Context: an optimization exercise on an open-source flow, tuned for small area, a short achievable clock period and few clock cycles. The choices shown serve that exercise and are no tape-out recipe. In this exercise RTL edits were held to simulation tests only and were not proved equivalent to the original.

==> flow/design.v <==
module icache_dm_or8 (         
    input  logic [7:0] s,
    input  logic [7:0] d,
    output logic       y
);
    logic [3:0] n;
    assign n[0] = ~((s[0] & d[0]) | (s[1] & d[1]));
    assign n[1] = ~((s[2] & d[2]) | (s[3] & d[3]));
    assign n[2] = ~((s[4] & d[4]) | (s[5] & d[5]));
    assign n[3] = ~((s[6] & d[6]) | (s[7] & d[7]));
    assign y = ~(n[0] & n[1] & n[2] & n[3]);
endmodule
module icache_dm_nand4 (
    input  logic a, b, c, d,
    output logic y
);
    assign y = ~(a & b & c & d);
endmodule
module icache_dm_nand3 (
    input  logic a, b, c,
    output logic y
);
    assign y = ~(a & b & c);
endmodule
module icache_dm_nand2 (
    input  logic a, b,
    output logic y
);
    assign y = ~(a & b);
endmodule
module icache_dm_nor3 (
    input  logic a, b, c,
    output logic y
);
    assign y = ~(a | b | c);
endmodule
module icache_dm_xnor2 (
    input  logic a, b,
    output logic y
);
    assign y = ~(a ^ b);
endmodule
module icache_dm_nor2 (
    input  logic a, b,
    output logic y
);
    assign y = ~(a | b);
endmodule
module icache_dm_mux2 (        
    input  logic s, a, b,
    output logic y
);
    assign y = s ? a : b;
endmodule
module icache_dm_rd (
    input  logic [63:0] sel,
    input  logic [63:0] bits,
    output logic        q
);
    logic [7:0]  l2;    
    logic [3:0]  l3;    
    for (genvar k = 0; k < 8; k++) begin : g_l2
        icache_dm_or8 u (.s(sel[8*k +: 8]), .d(bits[8*k +: 8]), .y(l2[k]));
    end
    for (genvar k = 0; k < 4; k++) begin : g_l3
        icache_dm_nor2 u (.a(l2[2*k]), .b(l2[2*k+1]), .y(l3[k]));
    end
    icache_dm_nand4 u_l4 (.a(l3[0]), .b(l3[1]), .c(l3[2]), .d(l3[3]), .y(q));
endmodule
module icache_dm_lmatch (
    input  logic        valid,
    input  logic [23:0] a,
    input  logic [23:0] b,
    output logic        match_n
);
    logic [23:0] e;
    logic [5:0]  g;
    logic [1:0]  h;
    for (genvar k = 0; k < 24; k++) begin : g_e
        icache_dm_xnor2 u (.a(a[k]), .b(b[k]), .y(e[k]));
    end
    for (genvar k = 0; k < 6; k++) begin : g_g
        icache_dm_nand4 u (.a(e[4*k]), .b(e[4*k+1]), .c(e[4*k+2]), .d(e[4*k+3]), .y(g[k]));
    end
    for (genvar k = 0; k < 2; k++) begin : g_h
        icache_dm_nor3 u (.a(g[3*k]), .b(g[3*k+1]), .c(g[3*k+2]), .y(h[k]));
    end
    icache_dm_nand3 u_m (.a(h[0]), .b(h[1]), .c(valid), .y(match_n));
endmodule
module icache_dm_hit8 (
    input  logic [7:0] s_n,
    input  logic [7:0] m_n,
    output logic       y_n
);
    logic [3:0] p;
    assign p[0] = ~((s_n[0] | m_n[0]) & (s_n[1] | m_n[1]));
    assign p[1] = ~((s_n[2] | m_n[2]) & (s_n[3] | m_n[3]));
    assign p[2] = ~((s_n[4] | m_n[4]) & (s_n[5] | m_n[5]));
    assign p[3] = ~((s_n[6] | m_n[6]) & (s_n[7] | m_n[7]));
    assign y_n = ~(p[0] | p[1] | p[2] | p[3]);
endmodule
module icache_dm_pre3 (
    input  logic [2:0] a,
    output logic [7:0] y
);
    always_comb
        for (int k = 0; k < 8; k++)
            y[k] = (a == 3'(k));
endmodule
module icache_dm_pre3_n (
    input  logic [2:0] a,
    output logic [7:0] y_n
);
    always_comb
        for (int k = 0; k < 8; k++)
            y_n[k] = (a != 3'(k));
endmodule
module icache_dm_dec_n (
    input  logic [5:0]  index,
    output logic [63:0] sel_n
);
    logic [7:0] lo, hi;
    icache_dm_pre3 u_lo (.a(index[2:0]), .y(lo));
    icache_dm_pre3 u_hi (.a(index[5:3]), .y(hi));
    for (genvar i = 0; i < 64; i++) begin : g_sel
        icache_dm_nand2 u (.a(hi[i / 8]), .b(lo[i % 8]), .y(sel_n[i]));
    end
endmodule
module icache_dm_dec_d (
    input  logic [5:0]  index,
    output logic [63:0] sel
);
    logic [7:0] lo_n, hi_n;
    icache_dm_pre3_n u_lo (.a(index[2:0]), .y_n(lo_n));
    icache_dm_pre3_n u_hi (.a(index[5:3]), .y_n(hi_n));
    for (genvar i = 0; i < 64; i++) begin : g_sel
        icache_dm_nor2 u (.a(hi_n[i / 8]), .b(lo_n[i % 8]), .y(sel[i]));
    end
endmodule
module icache_dm #(
    parameter int NUM_LINES = 64
) (
    input  logic        clk,
    input  logic        reset,
    input  logic [31:0] ifetch,
    input  logic [31:0] instraddress,
    input  logic        iready,
    output logic [31:0] instruction,
    output logic        hit,
    output logic        miss,
    output logic [31:0] fetchaddr
);
    localparam int INDEX_W  = 6;
    localparam int TAG_W    = 30 - INDEX_W;
    localparam int PF_AHEAD = 32;
    logic [NUM_LINES-1:0] valid;
    logic [TAG_W-1:0]     tag_array  [NUM_LINES];
    logic [31:0]          data_array [NUM_LINES];
    logic                 busy;       
    logic [29:0]          out_addr;   
    logic [29:0]          req_addr;   
    logic [29:0]          pf_ptr;     
    logic [29:0]          next_addr;  
    logic [6:0]           pf_d;
    logic [29:0]          sv_ptr;
    logic [6:0]           sv_d;
    logic                 restore;
    logic [29:0]          addr;
    logic [INDEX_W-1:0]   cur_index;
    logic [TAG_W-1:0]     cur_tag;
    logic [INDEX_W-1:0]   out_index;
    logic                 present_n;
    logic                 answer;
    logic                 bypass;
    logic                 mem_free;
    logic                 seq;
    logic                 demand;
    logic                 unused_offset;
    assign addr       = instraddress[31:2];
    assign cur_index  = addr[INDEX_W-1:0];
    assign cur_tag    = addr[29:INDEX_W];
    assign out_index  = out_addr[INDEX_W-1:0];
    assign answer     = busy && iready;
    assign bypass     = answer && (out_addr == addr);
    assign mem_free   = !busy || iready;
    assign unused_offset = ^instraddress[1:0];
    logic [NUM_LINES-1:0] sel_d;
    logic [31:0]          rd_data;
    icache_dm_dec_d u_dec_d (.index(cur_index), .sel(sel_d));
    for (genvar b = 0; b < 32; b++) begin : g_rd_data
        logic [NUM_LINES-1:0] col;
        for (genvar i = 0; i < NUM_LINES; i++) begin : g_col
            assign col[i] = data_array[i][b];
        end
        icache_dm_rd u_rd (.sel(sel_d), .bits(col), .q(rd_data[b]));
    end
    logic [NUM_LINES-1:0] sel_n;
    logic [NUM_LINES-1:0] match_n;
    logic [7:0]           grp_n;     
    logic [1:0]           half;      
    icache_dm_dec_n u_dec_n (.index(cur_index), .sel_n(sel_n));
    for (genvar i = 0; i < NUM_LINES; i++) begin : g_match
        icache_dm_lmatch u_m (.valid(valid[i]), .a(tag_array[i]), .b(cur_tag),
                              .match_n(match_n[i]));
    end
    for (genvar k = 0; k < 8; k++) begin : g_hit8
        icache_dm_hit8 u_h (.s_n(sel_n[8*k +: 8]), .m_n(match_n[8*k +: 8]), .y_n(grp_n[k]));
    end
    icache_dm_nand4 u_half0 (.a(grp_n[0]), .b(grp_n[1]), .c(grp_n[2]), .d(grp_n[3]), .y(half[0]));
    icache_dm_nand4 u_half1 (.a(grp_n[4]), .b(grp_n[5]), .c(grp_n[6]), .d(grp_n[7]), .y(half[1]));
    icache_dm_nor2  u_pres  (.a(half[0]), .b(half[1]), .y(present_n));
    assign seq    = hit && (addr == next_addr);
    assign demand = !seq && !bypass;
    logic [29:0] ptr;         
    logic [6:0]  ptr_d;        
    logic        d_far, d_zero, want_s;
    logic [29:0] cand;        
    logic [29:0] ptr_next;    
    logic [6:0]  d_next;
    logic        issue_a;     
    logic        issue_p;     
    assign ptr     = restore ? sv_ptr : pf_ptr;
    assign ptr_d    = restore ? sv_d : pf_d;
    assign d_far  = ptr_d[6];
    assign d_zero = (ptr_d == 7'd0);
    assign want_s = d_far || (ptr_d <= 7'(PF_AHEAD));
    always_comb begin
        if (demand) begin
            cand     = addr;
            ptr_next = addr + 30'd1;
        end else if (seq && d_far) begin
            cand     = next_addr + 30'd1;
            ptr_next = next_addr + 30'd2;
        end else begin
            cand     = ptr;
            ptr_next = (seq && !want_s) ? ptr : ptr + 30'd1;
        end
        if (mem_free) begin
            if (demand)
                d_next = 7'd0;
            else if (seq && !d_far)
                d_next = want_s ? ptr_d : ptr_d - 7'd1;
            else
                d_next = 7'd1;
        end else begin
            if (seq)
                d_next = d_far ? 7'h7f : ptr_d - 7'd1;
            else
                d_next = pf_ptr[6:0] + ~addr[6:0];    
        end
    end
    assign issue_a = !seq || want_s;
    assign issue_p = !demand && (!seq || (want_s && !d_zero));
    logic hit_a, hit_p, busy_a, busy_p, miss_a, miss_p;
    assign hit_a  = !reset && bypass;
    assign hit_p  = !reset;
    assign busy_a = !reset && (mem_free ? issue_a : busy);
    assign busy_p = !reset && (mem_free ? issue_p : busy);
    assign miss_a = !reset && mem_free && issue_a;
    assign miss_p = !reset && mem_free && issue_p;
    logic [6:0] sv_d_next;
    logic       restore_p, restore_d;
    assign sv_d_next = ptr[6:0] + ~addr[6:0];           
    assign restore_p = !reset && mem_free && demand && !sv_d_next[6];
    logic hit_d, busy_d, miss_d;
    icache_dm_nor2 u_rest (.a(present_n), .b(!restore_p), .y(restore_d));
    icache_dm_mux2 u_hit  (.s(present_n), .a(hit_a),  .b(hit_p),  .y(hit_d));
    icache_dm_mux2 u_busy (.s(present_n), .a(busy_a), .b(busy_p), .y(busy_d));
    icache_dm_mux2 u_miss (.s(present_n), .a(miss_a), .b(miss_p), .y(miss_d));
    assign fetchaddr = {req_addr, 2'b00};
    always_ff @(posedge clk) begin
        hit         <= hit_d;
        busy        <= busy_d;
        miss        <= miss_d;
        instruction <= bypass ? ifetch : rd_data;
        next_addr   <= addr + 30'd1;
    end
    always_ff @(posedge clk) begin
        if (answer && !reset) begin
            data_array[out_index] <= ifetch;
            tag_array[out_index]  <= out_addr[29:INDEX_W];
        end
    end
    always_ff @(posedge clk) begin
        if (reset) begin
            valid <= '0;
            pf_d  <= 7'h7f;
        end else begin
            if (answer) valid[out_index] <= 1'b1;
            pf_d <= d_next;
        end
    end
    always_ff @(posedge clk) begin
        if (mem_free) begin
            req_addr <= cand;
            pf_ptr   <= ptr_next;
        end
        sv_ptr  <= ptr;
        sv_d    <= sv_d_next;
        restore <= restore_d;
    end
    always_ff @(posedge clk) begin
        if (reset)
            out_addr <= '0;
        else if (mem_free)
            out_addr <= cand;
    end
endmodule
Settings: LEC_CHECK=0, CAP_MARGIN=20, CORE_MARGIN=2, CORE_UTILIZATION=55, SETUP_SLACK_MARGIN=1.5, SLEW_MARGIN=20, SYNTH_HIERARCHICAL=1, SYNTH_MINIMUM_KEEP_SIZE=0; clock period 5.0 ns.
run.sh (not shown) runs the stock make flow with config.mk's settings and CLKGATE_MAP_FILE= SYNTH_SCRIPT=/design/flow/synth_recipe.tcl, a recipe that flattens the netlist after the stock synthesis.
Testbench counts at the start, summed over its fixed seeds: cycles 37,271.
Change:
--- a/flow/design.v
+++ b/flow/design.v
@@ -88,5 +88,21 @@
     icache_dm_nand3 u_m (.a(h[0]), .b(h[1]), .c(valid), .y(match_n));
 endmodule
-module icache_dm_hit8 (
+module icache_dm_hit8 #(
+    parameter int K = 0
+) (
+    input  logic [5:0] index,
+    input  logic [7:0] m_n,
+    output logic       y_n
+);
+    logic [7:0] lo, s_n;
+    logic       hi;
+    icache_dm_pre3 u_lo (.a(index[2:0]), .y(lo));
+    assign hi = (index[5:3] == 3'(K));
+    for (genvar j = 0; j < 8; j++) begin : g_sel
+        icache_dm_nand2 u (.a(hi), .b(lo[j]), .y(s_n[j]));
+    end
+    icache_dm_oai8 u_or (.s_n(s_n), .m_n(m_n), .y_n(y_n));
+endmodule
+module icache_dm_oai8 (
     input  logic [7:0] s_n,
     input  logic [7:0] m_n,
@@ -116,16 +132,16 @@
             y_n[k] = (a != 3'(k));
 endmodule
-module icache_dm_dec_n (
+module icache_dm_dec_d (
     input  logic [5:0]  index,
-    output logic [63:0] sel_n
+    output logic [63:0] sel
 );
-    logic [7:0] lo, hi;
-    icache_dm_pre3 u_lo (.a(index[2:0]), .y(lo));
-    icache_dm_pre3 u_hi (.a(index[5:3]), .y(hi));
+    logic [7:0] lo_n, hi_n;
+    icache_dm_pre3_n u_lo (.a(index[2:0]), .y_n(lo_n));
+    icache_dm_pre3_n u_hi (.a(index[5:3]), .y_n(hi_n));
     for (genvar i = 0; i < 64; i++) begin : g_sel
-        icache_dm_nand2 u (.a(hi[i / 8]), .b(lo[i % 8]), .y(sel_n[i]));
+        icache_dm_nor2 u (.a(hi_n[i / 8]), .b(lo_n[i % 8]), .y(sel[i]));
     end
 endmodule
-module icache_dm_dec_d (
+module icache_dm_dec_d2 (
     input  logic [5:0]  index,
     output logic [63:0] sel
@@ -185,7 +201,8 @@
     assign mem_free   = !busy || iready;
     assign unused_offset = ^instraddress[1:0];
-    logic [NUM_LINES-1:0] sel_d;
+    logic [NUM_LINES-1:0] sel_d, sel_d2;
     logic [31:0]          rd_data;
-    icache_dm_dec_d u_dec_d (.index(cur_index), .sel(sel_d));
+    icache_dm_dec_d  u_dec_d  (.index(cur_index), .sel(sel_d));
+    icache_dm_dec_d2 u_dec_d2 (.index(cur_index), .sel(sel_d2));
     for (genvar b = 0; b < 32; b++) begin : g_rd_data
         logic [NUM_LINES-1:0] col;
@@ -193,11 +210,9 @@
             assign col[i] = data_array[i][b];
         end
-        icache_dm_rd u_rd (.sel(sel_d), .bits(col), .q(rd_data[b]));
+        icache_dm_rd u_rd (.sel(b < 16 ? sel_d : sel_d2), .bits(col), .q(rd_data[b]));
     end
-    logic [NUM_LINES-1:0] sel_n;
     logic [NUM_LINES-1:0] match_n;
     logic [7:0]           grp_n;     
     logic [1:0]           half;      
-    icache_dm_dec_n u_dec_n (.index(cur_index), .sel_n(sel_n));
     for (genvar i = 0; i < NUM_LINES; i++) begin : g_match
         icache_dm_lmatch u_m (.valid(valid[i]), .a(tag_array[i]), .b(cur_tag),
@@ -205,5 +220,5 @@
     end
     for (genvar k = 0; k < 8; k++) begin : g_hit8
-        icache_dm_hit8 u_h (.s_n(sel_n[8*k +: 8]), .m_n(match_n[8*k +: 8]), .y_n(grp_n[k]));
+        icache_dm_hit8 #(.K(k)) u_h (.index(cur_index), .m_n(match_n[8*k +: 8]), .y_n(grp_n[k]));
     end
     icache_dm_nand4 u_half0 (.a(grp_n[0]), .b(grp_n[1]), .c(grp_n[2]), .d(grp_n[3]), .y(half[0]));
Effect: Sequential share of layout area shrinks by 0.19 points. Area after synthesis is higher by 0.39%. Die area grows by 0.39%. Critical path depth drops by 3. Count of clock-buffer cells in the layout came out lower by 27. Worst setup slack improves by 0.079 ns.
Testbench counts after the change, summed over its fixed seeds: cycles 37,271.

re-timing with driven ports:
How much do the figures lean on ideal ports? The routed layouts below were timed once more, with nothing changed but the port constraints. Step 1 (the two cells are an assumption about what drives the block):
set clk [get_ports {clk}]
set_driving_cell -lib_cell sky130_fd_sc_hd__clkbuf_16 $clk
set_driving_cell -lib_cell sky130_fd_sc_hd__buf_2 [delete_from_list [all_inputs] $clk]
Step 2, shift: input delay + t, output delay - t, t = (earliest + latest rising clock arrival at the registers) / 2. This alone moves slack from input paths to output paths. a / b / c = ideal ports / drivers / drivers and shift; a / b = the first two.
run	shift t [ns]	setup WS [ns]	worst setup path at the end
the first run	1.023	1.480 / 1.550 / 0.527	input to register
the second run	1.012	1.560 / 1.627 / 0.615	input to register
After both steps setup and hold are still met in every run listed. For the first run, which loses most, drivers alone change the setup slack by +0.070 ns; drivers and shift together by -0.953 ns.
